What follows belongs to an exercise in optimizing a design on an open flow for small area, a short achievable clock period and few clock cycles; a production flow would make more cautious choices.
Only simulation tests tie the RTL to the original design; equivalence was not proved.

Setup of JK:
Design battery_monitor_charge_detect, start of the top module:
module battery_monitor_charge_detect #(
    parameter int HISTORY_DEPTH = 5
) (
    input  logic                              clk,
    input  logic                              rst_n,
    input  logic                              cfg_wr_en,
    input  logic [bmcd_pkg::CFG_IDX_W-1:0]    cfg_index,
    input  logic [bmcd_pkg::CFG_DATA_W-1:0]   cfg_data,
    input  logic                              in_valid,
    output logic                              in_ready,
    input  logic [2:0]                        in_action,
    input  logic [31:0]                       in_now_ms,
    input  logic [11:0]                       in_reading_mv,
    output logic                              out_valid,
    input  logic                              out_ready,
    output logic [12:0]                       out_voltage_mv,
    output logic [6:0]                        out_percent,
    output logic                              out_charging,
    output logic                              out_shutdown_request,
    output logic                              out_sleep_request
);
Size: ~1100 flip-flops, ~110 I/O pins, ~77000 sq um of cells after synthesis.
==> flow/config.mk <==
export PLATFORM = sky130hd
export DESIGN_NAME = battery_monitor_charge_detect
export DESIGN_NICKNAME = battery_monitor_charge_detect
export VERILOG_FILES = /design/flow/design.v
export SDC_FILE = /design/flow/constraint.sdc
export NUM_CORES = 4
export LEC_CHECK = 0
export CAP_MARGIN = 20
export CORE_MARGIN = 2
export CORE_UTILIZATION = 40
export GPL_TIMING_DRIVEN = 1
export PLACE_DENSITY = 0.6
export SETUP_SLACK_MARGIN = 5
export SLEW_MARGIN = 20
==> flow/constraint.sdc <==
create_clock -name core_clock -period 11.0 [get_ports {clk}]
set_input_delay 2.2000 -clock core_clock [delete_from_list [all_inputs] [get_ports {clk}]]
set_output_delay 2.2000 -clock core_clock [all_outputs]
set_load 0.01 [all_outputs]
run.sh (not shown) runs the stock make flow with config.mk's settings and CLKGATE_MAP_FILE= SYNTH_SCRIPT=/design/flow/synth_recipe.tcl, a recipe that flattens the netlist after the stock synthesis.
Testbench counts of JK, summed over its fixed seeds: cycles 2,464.
The inputs of MS differ from those of JK as listed below.
Settings: PLACE_DENSITY changed from 0.6 to 0.85; GPL_TIMING_DRIVEN removed (was 1); CORE_UTILIZATION changed from 40 to 70.
## What came out
Between JK and MS, number of buffer and inverter instances along the worst setup path is higher for MS, JK comes in under that.
Taking JK as the reference point, the clock-buffer cell count of MS falls by 9.
MS — final-layout worst hold slack 0.016 ns lower, JK as reference
Worst-case setup slack after placement: MS < JK
Per the comparison of MS with JK, setup slack after layout now sits lower; fraction of standard cell area that is sequential now sits higher; post-synthesis share of cell area spent on and, or, nand and nor gates now sits at about the same level; number of antenna violations at the first check in global routing now sits higher.
Synthesis-to-finish area growth was lower in the run labelled MS.
MS completed every stage of the flow, and the final layout passed the timing, DRC and antenna checks.
Comparing total wire length after detailed routing for JK and MS, the bigger number came from JK.

---

v3:
battery_monitor_charge_detect again, from the RTL that the note above started with.
Settings: LEC_CHECK=0, CAP_MARGIN=20, CORE_MARGIN=2, CORE_UTILIZATION=40, PLACE_DENSITY=0.6, SETUP_SLACK_MARGIN=5, SLEW_MARGIN=20; clock period 11.0 ns.
v3 has completed all stages; timing, DRC and antenna checks passed.
Testbench counts of v3, summed over its fixed seeds: cycles 2,464.
## Diff of input files: v39 against v3
--- a/flow/config.mk
+++ b/flow/config.mk
@@ -8,6 +8,6 @@
 export CAP_MARGIN = 20
 export CORE_MARGIN = 2
-export CORE_UTILIZATION = 40
-export PLACE_DENSITY = 0.6
+export CORE_UTILIZATION = 60
+export PLACE_DENSITY = 0.75
 export SETUP_SLACK_MARGIN = 5
 export SLEW_MARGIN = 20
[summary]
Cell count came out lower on v39 than on v3.
The final reports for v39 and v3 show clock buffer instance count of the final layout lower in the former.
Looking at global-route usage over all layers, v39 sits 10 points higher than v3 does.
The following lists how v46 was set up differently from v39:
--- a/flow/config.mk
+++ b/flow/config.mk
@@ -7,4 +7,6 @@
 export LEC_CHECK = 0
 export CAP_MARGIN = 20
+export CELL_PAD_IN_SITES_DETAIL_PLACEMENT = 0
+export CELL_PAD_IN_SITES_GLOBAL_PLACEMENT = 0
 export CORE_MARGIN = 2
 export CORE_UTILIZATION = 60
Notes after the runs:
- Compared with v39, in v46 final setup violation count closely matched the old numbers; xor and xnor fraction of the mapped netlist area flat; placed wire-length estimate neither gained nor lost much.
- ~same final period demand of the worst path in v46 and v39
- v46 and v39 ended up with nearly the same placeable core region.
- From v46 to v39, deepest level of the CTS H-tree did not move at all.
- Diff v39 -> v46: final hold violation count ~0 delta, number of buffers other than clock buffers in the final layout ~0 delta.

-- re-timing with driven ports --
The flow's constraints put no driver on any port. The routed layouts listed below were extracted and timed again, unchanged, in two steps.
Step 1, drivers: a clkbuf_16 drives clk and a buf_2 each remaining input, both assumed.
Step 2, shift: input delay + t, output delay - t, t = (earliest + latest rising clock arrival at the registers) / 2. This alone moves slack from input paths to output paths.
a / b / c = ideal / step 1 / step 2; a / b = the first two.
run | t, ns | setup WS [ns] | clock arrival spread, ns | worst slew at a driven data input, ns
JK | 0.878 | 6.178 / 6.178 / 6.178 | 0.039 / 0.038 | 0.07
MS | 0.827 | 6.016 / 6.016 / 6.016 | 0.065 / 0.066 | 0.06
v3 | 0.878 | 6.178 / 6.178 / 6.178 | 0.039 / 0.038 | 0.07
v39 | 0.835 | 6.229 / 6.229 / 6.229 | 0.053 / 0.053 | 0.05
v46 | 0.835 | 6.229 / 6.229 / 6.229 | 0.053 / 0.053 | 0.05
After both steps every run listed still meets setup and hold.
